Context: an optimization exercise on an open-source flow, tuned for small area and a short achievable clock period. The choices shown serve that exercise and are no tape-out recipe.
Power figures rest on the tool's default switching activity, not on a simulated workload.

// mips_exec_stage
module mips_exec_stage
#(
  parameter logic [31:0] EXCEPT_VEC = 32'h8000_0000
)
(
  input  logic                  clk,
  input  logic                  rst_n,
  input  logic                  instr_valid,
  input  logic [WORD_W-1:0]     instr,
  input  logic [WORD_W-1:0]     rs_data,
  input  logic [WORD_W-1:0]     rt_data,
  input  logic [PC_W-1:0]       pc_crnt,
  input  logic [PC_W-1:0]       pc_next,
  input  logic                  cause_bd,
  input  logic                  exl,
  output logic                  greg_wen,
  output logic [REG_ADDR_W-1:0] greg_waddr,
  output logic [WORD_W-1:0]     greg_wdata,
  output logic                  pcreg_wen,
  output logic [PC_W-1:0]       pcreg_wdata,
  output logic                  exception,
  output logic                  cause_wen,
  output logic [3:0]            cause_excode,
  output logic                  epc_wen,
  output logic [WORD_W-1:0]     epc_data
);
For scale: roughly 1600 cells after synthesis, about 270 I/O pins.
export LEC_CHECK = 0
export CAP_MARGIN = 20
export CORE_MARGIN = 2
export CORE_UTILIZATION = 50
export SETUP_SLACK_MARGIN = 3.0
export SLEW_MARGIN = 20
export BUFFER_PORTS_ARGS = -buffer_cell sky130_fd_sc_hd__buf_1
create_clock -name core_clock -period 8.0 [get_ports {clk}]
standard.sh (not shown) runs the stock make flow with config.mk's settings and CLKGATE_MAP_FILE= SYNTH_SCRIPT=/design/flow/synth_recipe.tcl, a recipe that flattens the netlist after the stock synthesis.
==> flow/flow/run.sh <==
#!/bin/bash
set -e
echo "export BUFFER_PORTS_ARGS = -buffer_cell sky130_fd_sc_hd__buf_1" >> config.mk
export BUFFER_PORTS_ARGS="-buffer_cell sky130_fd_sc_hd__buf_1"
bash standard.sh > standard.log 2>&1
==> next run, changes <==
--- a/flow/design.v
+++ b/flow/design.v
@@ -122,17 +122,17 @@
       reserved = 1'b1;
     else if (op[3:0] == 4'b0000)
       reserved = ~fn_ok;
     else if (op[3:0] == 4'b0001)
       reserved = (f_rt[4:1] != 4'b0000);
   end
   assign imm_op   = i_t;
   assign imm_sext = ~op[2];
-  assign sub      = i_t ? op[1] : fn[1];
+  assign sub      = i_t ? op[1] : (fn[1] & ~op[2]);
   assign sh_var   = fn[2];
   assign sh_left  = ~fn[1];
   assign sh_arith = fn[0];
   assign lop      = i_t ? op[1:0] : fn[1:0];
   assign sel_sum   = (r_t & fn[5] & ~fn[3] & ~fn[2]) | (i_t & ~op[2] & ~op[1]);
   assign sel_logic = (r_t & fn[5] & ~fn[3] & fn[2]) | (i_t & op[2] & ~(op[1] & op[0]));
   assign sel_less  = (r_t & fn[5] & fn[3]) | (i_t & ~op[2] & op[1]);
   assign less_uns  = i_t ? op[0] : fn[0];
@@ -205,19 +205,19 @@
   mips_prefix #(.W(N), .ARCH(ADDER)) i_prefix (
     .g  ({g[N-1:1], g[0] | (p[0] & sub)}),
     .p  (p),
     .gc (gc)
   );
   assign c[N:1] = gc;
   assign c[0] = sub;
   assign sum  = p ^ c[N-1:0];
-  assign overflow = ~p[N-1] & (a[N-1] ^ c[N-1]);
+  assign overflow = c[N-1] ^ c[N];
   assign less  = less_uns ? ~c[N] : (p[N-1] ^ c[N]);
-  assign equal = sub ? &p : ~|p;
+  assign equal = ~|p;
   logic lg_g;
   logic lg_o;
   logic lg_x;
   logic lg_n;
   assign lg_g = sel_logic & (lop == 2'b00);
   assign lg_o = sel_logic & (lop == 2'b01);
   assign lg_x = sel_logic & (lop == 2'b10);
   assign lg_n = sel_logic & (lop == 2'b11);
@@ -258,17 +258,17 @@
   parameter int W    = 32,
   parameter int ARCH = 0    
 )
 (
   input  logic [W-1:0] g,
   input  logic [W-1:0] p,
   output logic [W-1:0] gc
 );
-  localparam int LG = (W <= 2) ? 1 : (W <= 4) ? 2 : (W <= 8) ? 3 : (W <= 16) ? 4 : (W <= 32) ? 5 : 6;
+  localparam int LG = $clog2(W);
   generate
     if (ARCH == 3)
     begin : g_rip
       logic [W-1:0] r;
       assign r[0] = g[0];
       for (genvar i = 1; i < W; i++)
       begin : g_bit
         assign r[i] = g[i] | (p[i] & r[i-1]);
Effect:
- global-route usage fell by 3.0 points
- non-clock buffer count grows by 10
- die area drops by a few percent
- hold slack improves by 0.038 ns
- synthesized area decreases by a few percent
- sequential power hardly moves
- design area came out lower by a few percent
Function was not checked in any run of this note: the RTL went through the layout flow alone.


mips_exec_stage, a different RTL version from the one above (not shown whole).
For scale: roughly 1,700 cells after synthesis, about 73 flip-flops, ~270 I/O pins, ~13,000 um^2 of cells after synthesis.
==> module mips_alu, before the edit <==
module mips_alu
#(
  parameter int ADDER = 0    
)
(
  input  logic [WORD_W-1:0] rs_data,
  input  logic [WORD_W-1:0] rt_data,
  input  logic [15:0]       imm,
  input  logic [4:0]        sa,
  input  logic              imm_op,
  input  logic              imm_sext,
  input  logic              sub,
  input  logic              sh_var,
  input  logic              sh_left,
  input  logic              sh_arith,
  input  logic [1:0]        lop,
  input  logic              sel_sum,
  input  logic              sel_logic,
  input  logic              sel_less,
  input  logic              less_uns,
  input  logic              sel_sll,
  input  logic              sel_sr,
  input  logic              sel_lui,
  output logic [WORD_W-1:0] result,
  output logic              overflow,
  output logic              equal
);
  localparam int N = WORD_W;
  logic [N-1:0] a;
  logic [N-1:0] b;
  logic [N-1:0] sum;
  logic         less;
  logic [N-1:0] logic_r;
  assign a = rs_data;
  assign b = imm_op ? {{16{imm_sext & imm[15]}}, imm} : rt_data;
  logic [N-1:0] x;
  logic [N-1:0] h;
  logic [N-1:0] gs;
  logic [N-1:0] ca;      
  logic [N-1:0] cs;      
  logic [N-1:0] sum_a;
  logic [N-1:0] sum_s;
  logic         ovf_a;
  logic         ovf_s;
  assign x  = a ^ b;
  assign h  = a & b;
  assign gs = a & ~b;
  mips_prefix #(.W(N), .ARCH(ADDER)) i_prefix_a (
    .g  (h),
    .p  (x),
    .gc (ca)
  );
  mips_prefix #(.W(N), .ARCH(ADDER)) i_prefix_s (
    .g  ({gs[N-1:1], gs[0] | ~x[0]}),
    .p  (~x),
    .gc (cs)
  );
  assign sum_a = x ^ {ca[N-2:0], 1'b0};
  assign sum_s = ~x ^ {cs[N-2:0], 1'b1};
  assign sum   = sub ? sum_s : sum_a;
  assign ovf_a    = ~x[N-1] & (a[N-1] ^ ca[N-2]);
  assign ovf_s    = x[N-1] & (a[N-1] ^ cs[N-2]);
  assign overflow = sub ? ovf_s : ovf_a;
  assign less  = less_uns ? ~cs[N-1] : (~x[N-1] ^ cs[N-1]);
  assign equal = ~|x;
  logic [N-1:0] o;
  logic         lg_h;
  logic         lg_o;
  logic         lg_x;
  logic         lg_n;
  assign o    = x | h;
  assign lg_h = sel_logic & (lop == 2'b00);
  assign lg_o = sel_logic & (lop == 2'b01);
  assign lg_x = sel_logic & (lop == 2'b10);
  assign lg_n = sel_logic & (lop == 2'b11);
  assign logic_r = ({N{lg_h}} & h) | ({N{lg_o}} & o) | ({N{lg_x}} & x) | ({N{lg_n}} & ~o);
  logic [4:0]   shamt;
  logic [N-1:0] sh_in;
  logic [N-1:0] sh_out;
  logic         fill;
  assign shamt = sh_var ? rs_data[4:0] : sa;
  assign fill  = sh_arith & rt_data[N-1];
  always_comb
  begin
    for (int i = 0; i < N; i++)
      sh_in[i] = sh_left ? rt_data[N-1-i] : rt_data[i];
  end
  logic [N-1:0] s1, s2, s3, s4;
  assign s1     = shamt[4] ? {{16{fill}}, sh_in[N-1:16]} : sh_in;
  assign s2     = shamt[3] ? {{8{fill}},  s1[N-1:8]}     : s1;
  assign s3     = shamt[2] ? {{4{fill}},  s2[N-1:4]}     : s2;
  assign s4     = shamt[1] ? {{2{fill}},  s3[N-1:2]}     : s3;
  assign sh_out = shamt[0] ? {fill,       s4[N-1:1]}     : s4;
  logic [N-1:0] sh_rev;
  always_comb
  begin
    for (int i = 0; i < N; i++)
      sh_rev[i] = sh_out[N-1-i];
  end
  assign result = ({N{sel_sum}}   & sum)
                | logic_r
                | ({N{sel_less}}  & {{(N-1){1'b0}}, less})
                | ({N{sel_sll}}   & sh_rev)
                | ({N{sel_sr}}    & sh_out)
                | ({N{sel_lui}}   & {imm, 16'h0000});
endmodule
Settings: LEC_CHECK=0, CAP_MARGIN=20, CORE_MARGIN=2, CORE_UTILIZATION=50, PLACE_DENSITY=0.75, SETUP_SLACK_MARGIN=3.0, SLEW_MARGIN=20, BUFFER_PORTS_ARGS=-buffer_cell sky130_fd_sc_hd__buf_1; clock period 8.0 ns.
Scripts as last shown in full above: flow/flow/run.sh
Edit:
--- a/flow/design.v
+++ b/flow/design.v
@@ -187,44 +187,35 @@
   output logic              equal
 );
   localparam int N = WORD_W;
   logic [N-1:0] a;
   logic [N-1:0] b;
+  logic [N-1:0] p;
+  logic [N-1:0] g;
+  logic [N:0]   c;       
   logic [N-1:0] sum;
   logic         less;
   logic [N-1:0] logic_r;
   assign a = rs_data;
   assign b = imm_op ? {{16{imm_sext & imm[15]}}, imm} : rt_data;
   logic [N-1:0] x;
   logic [N-1:0] h;
-  logic [N-1:0] gs;
-  logic [N-1:0] ca;      
-  logic [N-1:0] cs;      
-  logic [N-1:0] sum_a;
-  logic [N-1:0] sum_s;
-  logic         ovf_a;
-  logic         ovf_s;
-  assign x  = a ^ b;
-  assign h  = a & b;
-  assign gs = a & ~b;
-  mips_prefix #(.W(N), .ARCH(ADDER)) i_prefix_a (
-    .g  (h),
-    .p  (x),
-    .gc (ca)
+  assign x = a ^ b;
+  assign h = a & b;
+  assign p = x ^ {N{sub}};
+  assign g = sub ? (a & ~b) : h;
+  logic [N-1:0] gc;
+  mips_prefix #(.W(N), .ARCH(ADDER)) i_prefix (
+    .g  ({g[N-1:1], g[0] | (p[0] & sub)}),
+    .p  (p),
+    .gc (gc)
   );
-  mips_prefix #(.W(N), .ARCH(ADDER)) i_prefix_s (
-    .g  ({gs[N-1:1], gs[0] | ~x[0]}),
-    .p  (~x),
-    .gc (cs)
-  );
-  assign sum_a = x ^ {ca[N-2:0], 1'b0};
-  assign sum_s = ~x ^ {cs[N-2:0], 1'b1};
-  assign sum   = sub ? sum_s : sum_a;
-  assign ovf_a    = ~x[N-1] & (a[N-1] ^ ca[N-2]);
-  assign ovf_s    = x[N-1] & (a[N-1] ^ cs[N-2]);
-  assign overflow = sub ? ovf_s : ovf_a;
-  assign less  = less_uns ? ~cs[N-1] : (~x[N-1] ^ cs[N-1]);
+  assign c[N:1] = gc;
+  assign c[0] = sub;
+  assign sum  = p ^ c[N-1:0];
+  assign overflow = c[N-1] ^ c[N];
+  assign less  = less_uns ? ~c[N] : (p[N-1] ^ c[N]);
   assign equal = ~|x;
   logic [N-1:0] o;
   logic         lg_h;
   logic         lg_o;
   logic         lg_x;
@@ -256,16 +247,17 @@
   always_comb
   begin
     for (int i = 0; i < N; i++)
       sh_rev[i] = sh_out[N-1-i];
   end
-  assign result = ({N{sel_sum}}   & sum)
-                | logic_r
-                | ({N{sel_less}}  & {{(N-1){1'b0}}, less})
-                | ({N{sel_sll}}   & sh_rev)
-                | ({N{sel_sr}}    & sh_out)
-                | ({N{sel_lui}}   & {imm, 16'h0000});
+  logic [N-1:0] other;
+  assign other = logic_r
+               | ({N{sel_sll}} & sh_rev)
+               | ({N{sel_sr}}  & sh_out)
+               | ({N{sel_lui}} & {imm, 16'h0000});
+  assign result[N-1:1] = sel_sum ? sum[N-1:1] : other[N-1:1];
+  assign result[0]     = sel_sum ? sum[0] : (sel_less ? less : other[0]);
 endmodule
 module mips_prefix
 #(
   parameter int W    = 32,
   parameter int ARCH = 0    
After rerunning: The changed run completed with no timing, DRC or antenna violations; clock power drops by 10%; setup slack gains 0.015 ns; wire length drops by 4.7%; power drops by 3.6%; design area drops by 2.6%; hold slack hardly moves; flip-flop and latch count is unchanged; global-route usage drops by 2.1 points; count of clock-buffer cells in the layout does not change.
No functional check of the RTL was part of any run of this note.

## re-timing with driven ports
How much do the figures lean on ideal ports? The routed layouts below were timed once more, with nothing changed but the port constraints. Step 1 (the two cells are an assumption about what drives the block):
set clk [get_ports {clk}]
set_driving_cell -lib_cell sky130_fd_sc_hd__clkbuf_16 $clk
set_driving_cell -lib_cell sky130_fd_sc_hd__buf_2 [delete_from_list [all_inputs] $clk]
Step 2 also shifts input and output timing later by t, the mid clock arrival at the registers, as if the neighbouring blocks saw the same clock. Slacks: ideal ports / drivers / drivers and shift; pairs: ideal ports / drivers.
run | t (ns) | slack for setup (ns) | latest minus earliest clock arrival (ns)
the first run of note 1 | 0.416 | 2.882 / 2.870 / 2.454 | 0.024 / 0.024
the second run of note 1 | 0.410 | 3.033 / 3.017 / 2.607 | 0.019 / 0.019
the first run of note 2 | 0.409 | 3.013 / 2.954 / 2.544 | 0.016 / 0.017
the second run of note 2 | 0.407 | 3.028 / 3.018 / 2.610 | 0.014 / 0.015
After both steps every run listed still meets setup and hold. The setup slack of the first run of note 2, which loses most, moves by -0.059 ns with the drivers and by -0.469 ns with both steps.
